Source: an optimization exercise on an open RTL-to-GDS flow (aim: small area and a short achievable clock period). Production flows keep margins and buffers that such runs may drop.
Function was checked by simulation only, so behaviour that the tests miss may differ from the original.
Power and IR drop assume default switching activity.

==> flow/design.v <==
package pkt_router_pkg;
  localparam int unsigned DEF_PKT_BITS  = 72;
  localparam int unsigned DEF_KEY_BITS  = 32;
  localparam int unsigned DEF_KEY_LSB   = 8;
  localparam int unsigned DEF_NUM_CHANS = 8;
  localparam int unsigned DEF_NUM_RREGS = 16;
  localparam int unsigned MAX_RREGS = 64;
  localparam int unsigned CNT_DROP   = 0;
  localparam int unsigned CNT_ROUTED = 1;
endpackage
module pkt_router_bitcmp (
  input  logic k,
  input  logic m,
  input  logic rk,
  output logic mism
);
  assign mism = (k & m) ^ rk;
endmodule
module pkt_router_entry
#(
  parameter int unsigned KEY_BITS = pkt_router_pkg::DEF_KEY_BITS
) (
  input  logic [KEY_BITS-1:0] key,
  input  logic [KEY_BITS-1:0] mask,
  input  logic [KEY_BITS-1:0] rkey,
  output logic                hit
);
  logic [KEY_BITS-1:0] mism;
  for (genvar b = 0; b < KEY_BITS; b++) begin : g_bit
    pkt_router_bitcmp u_bit (
      .k   (key[b]),
      .m   (mask[b]),
      .rk  (rkey[b]),
      .mism(mism[b])
    );
  end
  assign hit = ~|mism;
endmodule
module pkt_router_lookup
#(
  parameter int unsigned KEY_BITS  = pkt_router_pkg::DEF_KEY_BITS,
  parameter int unsigned NUM_CHANS = pkt_router_pkg::DEF_NUM_CHANS,
  parameter int unsigned NUM_RREGS = pkt_router_pkg::DEF_NUM_RREGS
) (
  input  logic [KEY_BITS-1:0]            key,
  input  logic [NUM_RREGS*KEY_BITS-1:0]  reg_key,
  input  logic [NUM_RREGS*KEY_BITS-1:0]  reg_mask,
  input  logic [NUM_RREGS*NUM_CHANS-1:0] reg_route,
  output logic [NUM_CHANS-1:0]           route
);
  logic [NUM_RREGS-1:0] hit;
  for (genvar i = 0; i < NUM_RREGS; i++) begin : g_ent
    pkt_router_entry #(
      .KEY_BITS(KEY_BITS)
    ) u_ent (
      .key (key),
      .mask(reg_mask[i*KEY_BITS +: KEY_BITS]),
      .rkey(reg_key[i*KEY_BITS +: KEY_BITS]),
      .hit (hit[i])
    );
  end
  always_comb begin
    route = '0;
    for (int i = NUM_RREGS - 1; i >= 0; i--) begin
      if (hit[i]) route = reg_route[i*NUM_CHANS +: NUM_CHANS];
    end
  end
endmodule
module pkt_router_ctl
#(
  parameter int unsigned NUM_CHANS = pkt_router_pkg::DEF_NUM_CHANS
) (
  input  logic                 reset,
  input  logic                 l_vld,
  input  logic [NUM_CHANS-1:0] l_route,
  input  logic [NUM_CHANS-1:0] out_vld,
  input  logic [NUM_CHANS-1:0] out_rdy,
  input  logic                 wait_zero,
  output logic                 rdy,
  output logic                 dispatch,
  output logic                 count,
  output logic [1:0]           cnt_pulse
);
  logic route_nz;
  logic all_free;
  logic blocked;
  logic drop;
  always_comb begin
    route_nz = (l_route != '0);
    all_free = ((l_route & out_vld & ~out_rdy) == '0);
    dispatch = l_vld && route_nz && all_free;
    blocked  = l_vld && !all_free;
    drop     = l_vld && (!route_nz || (blocked && wait_zero));
    rdy      = !l_vld || wait_zero || all_free;
    count    = blocked && !wait_zero;
    cnt_pulse[pkt_router_pkg::CNT_DROP]   = drop && !reset;
    cnt_pulse[pkt_router_pkg::CNT_ROUTED] = dispatch && !reset;
  end
endmodule
module pkt_router_mc
#(
  parameter int unsigned PKT_BITS  = pkt_router_pkg::DEF_PKT_BITS,
  parameter int unsigned KEY_BITS  = pkt_router_pkg::DEF_KEY_BITS,
  parameter int unsigned KEY_LSB   = pkt_router_pkg::DEF_KEY_LSB,
  parameter int unsigned NUM_CHANS = pkt_router_pkg::DEF_NUM_CHANS,
  parameter int unsigned NUM_RREGS = pkt_router_pkg::DEF_NUM_RREGS
) (
  input  logic                           clk,
  input  logic                           reset,
  input  logic [31:0]                    drop_wait_in,
  input  logic [NUM_RREGS*KEY_BITS-1:0]  reg_key_in,
  input  logic [NUM_RREGS*KEY_BITS-1:0]  reg_mask_in,
  input  logic [NUM_RREGS*NUM_CHANS-1:0] reg_route_in,
  input  logic [PKT_BITS-1:0]            pkt_in_data_in,
  input  logic                           pkt_in_vld_in,
  output logic                           pkt_in_rdy_out,
  output logic [NUM_CHANS*PKT_BITS-1:0]  pkt_out_data_out,
  output logic [NUM_CHANS-1:0]           pkt_out_vld_out,
  input  logic [NUM_CHANS-1:0]           pkt_out_rdy_in,
  output logic [1:0]                     rt_cnt_out
);
  logic                          l_vld;
  logic [PKT_BITS-1:0]           l_data;
  logic [NUM_CHANS-1:0]          l_route;
  logic [31:0]                   wait_cnt;
  logic                          wait_zero;
  logic [NUM_CHANS-1:0]          out_vld;
  logic [NUM_CHANS*PKT_BITS-1:0] out_data;
  logic [NUM_CHANS-1:0] route_lu;
  logic [NUM_CHANS-1:0] ch_free;
  logic                 dispatch;
  logic                 rdy;
  logic                 count;
  pkt_router_lookup #(
    .KEY_BITS (KEY_BITS),
    .NUM_CHANS(NUM_CHANS),
    .NUM_RREGS(NUM_RREGS)
  ) u_lookup (
    .key      (pkt_in_data_in[KEY_LSB +: KEY_BITS]),
    .reg_key  (reg_key_in),
    .reg_mask (reg_mask_in),
    .reg_route(reg_route_in),
    .route    (route_lu)
  );
  pkt_router_ctl #(
    .NUM_CHANS(NUM_CHANS)
  ) u_ctl_port (
    .reset    (reset),
    .l_vld    (l_vld),
    .l_route  (l_route),
    .out_vld  (out_vld),
    .out_rdy  (pkt_out_rdy_in),
    .wait_zero(wait_zero),
    .rdy      (pkt_in_rdy_out),
    .dispatch (),
    .count    (),
    .cnt_pulse(rt_cnt_out)
  );
  pkt_router_ctl #(
    .NUM_CHANS(NUM_CHANS)
  ) u_ctl_int (
    .reset    (reset),
    .l_vld    (l_vld),
    .l_route  (l_route),
    .out_vld  (out_vld),
    .out_rdy  (pkt_out_rdy_in),
    .wait_zero(wait_zero),
    .rdy      (rdy),
    .dispatch (dispatch),
    .count    (count),
    .cnt_pulse()
  );
  assign ch_free          = ~out_vld | pkt_out_rdy_in;
  assign pkt_out_vld_out  = out_vld;
  assign pkt_out_data_out = out_data;
  always_ff @(posedge clk) begin
    if (reset) begin
      l_vld   <= 1'b0;
      out_vld <= '0;
    end else begin
      if (rdy) l_vld <= pkt_in_vld_in;
      for (int unsigned c = 0; c < NUM_CHANS; c++) begin
        if (dispatch && l_route[c]) out_vld[c] <= 1'b1;
        else if (pkt_out_rdy_in[c]) out_vld[c] <= 1'b0;
      end
    end
  end
  always_ff @(posedge clk) begin
    if (count) begin
      wait_cnt  <= wait_cnt - 32'd1;
      wait_zero <= (wait_cnt == 32'd1);
    end else begin
      wait_cnt  <= drop_wait_in;
      wait_zero <= (drop_wait_in == '0);
    end
    if (rdy) begin
      l_data  <= pkt_in_data_in;
      l_route <= route_lu;
    end
    for (int unsigned c = 0; c < NUM_CHANS; c++) begin
      if (ch_free[c]) out_data[c*PKT_BITS +: PKT_BITS] <= l_data;
    end
  end
endmodule
==> flow/flow/run.sh <==
#!/bin/bash
# Standard ORFS layout with smaller (buf_1) port buffers, denser pin
# placement and a lower global-routing layer derating, so the die can
# shrink. Make output goes to flow_make.log; ORFS keeps each step's tool log
# under orfs/logs.
set -euo pipefail
here=$(pwd)
bash standard.sh \
  'BUFFER_PORTS_ARGS=-buffer_cell sky130_fd_sc_hd__buf_1' \
  'PLACE_PINS_ARGS=-min_distance 1 -min_distance_in_tracks' \
  "FASTROUTE_TCL=$here/flow/fastroute.tcl" \
  finish > flow_make.log 2>&1
==> flow/flow/fastroute.tcl <==
set_global_routing_layer_adjustment $::env(MIN_ROUTING_LAYER)-$::env(MAX_ROUTING_LAYER) 0.1

set_routing_layers -clock $::env(MIN_CLK_ROUTING_LAYER)-$::env(MAX_ROUTING_LAYER)
set_routing_layers -signal $::env(MIN_ROUTING_LAYER)-$::env(MAX_ROUTING_LAYER)
==> flow/standard.sh <==
#!/bin/bash
# synth_recipe.tcl (not shown) runs the flow's synth.tcl, then flattens the netlist and writes it again
# the make line also repeats each setting of config.mk as NAME=value (left out here)
make -C /OpenROAD-flow-scripts/flow DESIGN_CONFIG=/design/flow/config.mk WORK_HOME=/design/flow/orfs CLKGATE_MAP_FILE= SYNTH_SCRIPT=/design/flow/synth_recipe.tcl "${@:-finish}"
==> flow/config.mk <==
export PLATFORM = sky130hd
export DESIGN_NAME = pkt_router_mc
export DESIGN_NICKNAME = pkt_router_mc
export VERILOG_FILES = /design/flow/design.v
export SDC_FILE = /design/flow/constraint.sdc
export NUM_CORES = 4
export LEC_CHECK = 0
export CAP_MARGIN = 20
export CORE_AREA = 2 2 398 398
export DIE_AREA = 0 0 400 400
export SETUP_SLACK_MARGIN = 2.6
export SLEW_MARGIN = 20
export SYNTH_HIERARCHICAL = 1
export SYNTH_MINIMUM_KEEP_SIZE = 0
==> flow/constraint.sdc <==
create_clock -name core_clock -period 6.0 [get_ports {clk}]
set_input_delay 1.2000 -clock core_clock [delete_from_list [all_inputs] [get_ports {clk}]]
set_output_delay 1.2000 -clock core_clock [all_outputs]
set_load 0.01 [all_outputs]
==> metrics.md <==
| Metric | Value |
|---|---|
| Setup-failing EPs final | 0 |
| R2R Setup Slk | 3.30 ns |
| Switching portion of total power | 0.267 |
| Clock share of power | 0.382 |
| Fin Setup TNS | 0 ns |
| Relative slew slack | 0.289 |
| Outcome | timing/DRC/antenna clean |
| Critical Path Start Type | input port |
| TritonCTS Sinks | ~700 |
| Initial core utilization | 0.197 |
| Tmin final | ~3.8 ns |
| Die height | roughly 400 microns |
| Syn avg cell area | between 10 and 15 sq um |
| Final hold violations | 0 |
| Router iterations before antenna repair | 23 |
| Top Family by Delay on Critical Path | simple AND/OR/NAND/NOR gates |
| Initial drt markers | 4274 |
| CP peak stage delay | around 0.59 ns |
| Die area | about 160000 sq um |
| Critical Path Stages | 6 |
| GR Overflow Total | 0 |
| Final net count | around 5600 |
| Comb power frac | 0.137 |
| Placed Area | roughly 41000 sq um |
| Crit-path cells | buf_1 -> o22ai_1 -> nor2_2 -> nand2_2 -> nor4b_4 -> buf_2 |
| CTS tree | yes |
| Clk pin slew, worst setup/hold paths | ~0.060 ns |
| Count of antenna-violating nets left after detailed routing | 0 |
| Storage element area | 20500 sq um |
| Synth Cell Area | slightly above 30000 sq um |
| Register share of total power | 0.481 |
| Chip width | approximately 400 microns |
| GPL Wtd Cong | around 1.2 |
| Filler Cell Count | around 17000 |
| Vias in the first global route | between 20000 and 30000 |
| Rows | approximately 150 |
| Worst reg2reg startpoint | l_route[4]$_DFFE_PP_ |
| Syn Inst Count | 2334 |
| Crit Path Max Fanout | 3 |
| Core Region | 156000 sq um |
| HP Class | register to register |
| Largest net degree at the start of global routing | 64 |
| Sw power | between 3 and 4 mW |
| Critical path type | input port to output pin |
| Share of cells above drive strength 1 | 0.0772 |
| Layout area overhead | 44.5% |
| Worst slew pin tran | 1.07 ns |
| Final Worst Setup Slack | 2.25 ns |
| VDD IR max | 0.000211 V |
| Worst reg2reg path endpoint | wait_zero$_DFF_P_ |
| CTS buffer count | slightly above 70 |
| Arrival @ worst endpoint | approximately 2.6 ns |
| Cts hold-fix bufs | 0 |
| Cell total after placement | 6260 |
| RSZ-0062 raised after global routing | yes |
| YS warnings | 9 |
| Final Instance Count excl. Fillers | roughly 6600 |
| Pins Over Slew Limit | 0 |
| Pre-CTS setup slack | 1.02 ns |
| Via count | 32200 |
| Static Leak | between 10 and 15 nW |
| Cell Int Power | around 8.7 mW |
| Crit share post-route | 0.625 |
| Worst path bufs/invs | 2 |
| Max-capacitance violation count | 0 |
| Clock Skews | between 0.05 and 0.06 ns |
| H-tree depth | 3 |
| Crit path launch | pkt_out_rdy_in[7] |
| Initial antenna violation count | approximately 260 |
| Vias per inst | 4.87 |
| CTS Buffer Depth | 3 |
| Per-cell routed wire length | about 36 microns |
| First-pass GRT wire length | roughly 290000 microns |
| Crit path required time | between 4 and 5 ns |
| CP endpoint | rt_cnt_out[1] |
| Tot Pwr | between 10 and 15 mW |
| PortBufs | between 1500 and 2000 |
| Skew-Pair Late Insertion Delay | ~0.69 ns |
| Detailed-route wire length | about 240000 microns |
| Clock root cell | clkbuf_16 |
| Footprint of the multi-input gates | around 11000 sq um |
| Maximum clock rate | 267 MHz |
| Worst Reg2Reg Path Length in Cells | 12 |
| CP max-delay cell | nor4b_4 |
| Post-Syn Nets | 3603 |
| CP Capture Type | output pin |
| Pwr dens | 267 nW/um^2 |
| DPL Wire Length | between 200000 and 250000 microns |
| DRC Markers | 0 |
| I/O pin cnt | around 1900 |
| Design Area, Final | ~44000 sq um |
| Total GRT Usage | 0.245 |
==> sequential cells by signal, summed over array words and instances (netlist names) <==
register / flops
out_vld: 8
out_data: 576
l_vld: 1
wait_zero: 1
l_data: 72
wait_cnt: 32
l_route: 8
==> area by class of cell <==
cell class,count,share of cell area
well taps,2058,0.0580
multi-input cells,1599,0.237
inverters,9,0.000761
diodes,208,0.0117
flip-flops and latches,698,0.463
clock buffers,81,0.0414
repair buffers,1917,0.175
clock inverters,46,0.0123
==> worst min-delay path, cell delays in order, from the launching register on <==
cell	delay, ns
dfxtp_1	0.31
o31ai_1	0.06
a31oi_1	0.08
==> power by group through the flow <==
| stage | Combinational, mW | Sequential, mW | Clock, mW |
|---|---|---|---|
| after detailed placement | 1.51 | 5.80 | 0 |
| after global placement | 1.52 | 5.79 | 0 |
| after floorplan | 0.467 | 5.87 | 0 |
| final | 1.62 | 5.70 | 4.52 |
| after global routing | 1.66 | 5.73 | 4.79 |
| after CTS | 1.54 | 5.70 | 4.62 |
==> placed cells by master, fill, tap and decap left out, types with 6 or more instances in the layout <==
master and n:
buf_1 1814, edfxtp_1 656, nand2_1 553, xnor2_1 536
diode_2 208, nor4_1 90, clkbuf_16 73, nor2_1 59
nor4_2 52, buf_4 49, a21oi_1 45, dfxtp_1 42
nand4_1 39, o21ai_0 20, a22oi_1 18, buf_6 17
nor3_1 15, clkinv_1 13, nand3_1 12, o22ai_2 12
o211ai_1 12, nor2_2 11, clkinv_2 11, o22ai_1 10
or3_1 9, nand2b_4 9, clkbuf_1 9, buf_12 9
inv_1 8, nand2b_1 7, clkbuf_2 7, clkbuf_4 7
buf_2 7, nor2_4 6, nand2_2 6, a221oi_1 6
bufinv_16 6, buf_8 6
==> metrics by stage <==
stage                util  hold slack [ns]
floorplan               -            0.458
global placement    0.260            0.471
detailed placement  0.260            0.474
CTS                 0.278            0.490
global route        0.283            0.520
finish              0.284            0.491
==> routing by layer <==
metal / global-route usage / vias to the layer above / part of all wire
li1: - / 12600 / -
met1: 0.259 / 15100 / 0.34
met2: 0.391 / 3169 / 0.44
met3: 0.0859 / 1230 / 0.11
met4: 0.216 / 68 / 0.11
met5: 0 / - / 0.0017
==> repair_timing <==
action / CTS / global route
cloned: 0 / 1
buffers inserted: 6 / 14
gates resized for setup: 93 / 115
pin swaps: 17 / 45
endpoints found under the setup margin: 11 / 11
==> worst min-delay path by stage <==
| stage | start | end | slack, ns | depth (start not counted) |
|---|---|---|---|---|
| after global routing | wait_cnt[23]$_DFF_P_ | wait_cnt[23]$_DFF_P_ | 0.52 | 2 |
| final | wait_cnt[23]$_DFF_P_ | wait_cnt[23]$_DFF_P_ | 0.49 | 2 |
| after detailed placement | wait_cnt[23]$_DFF_P_ | wait_cnt[23]$_DFF_P_ | 0.47 | 2 |
| after floorplan | wait_cnt[23]$_DFF_P_ | wait_cnt[23]$_DFF_P_ | 0.46 | 2 |
| after global placement | wait_cnt[23]$_DFF_P_ | wait_cnt[23]$_DFF_P_ | 0.47 | 2 |
| after CTS | wait_cnt[23]$_DFF_P_ | wait_cnt[23]$_DFF_P_ | 0.49 | 2 |

## static timing again, ports no longer ideal
In the flow no input, the clock included, has a driving cell. The finished layout below was timed again as built, in two steps.
Step 1 sets driving cells, clkbuf_16 on the clock port and buf_2 on the other inputs (assumed; they add their load-dependent delay and slew).
Step 2 moves the port delays by t, midway between the first and last clock arrival at a register: inputs arrive t later, outputs are due t later. That takes back most of the time a late clock gives input paths.
Three values: ideal, step 1, step 2; two values: the first two.
t (ns): 0.726
setup WS [ns]: 2.248 / 2.088 / 1.789
cell pins on the clock port's net: 1
After both steps setup and hold are still met in this run. The setup slack of this run moves by -0.160 ns with the drivers and by -0.459 ns with both steps.
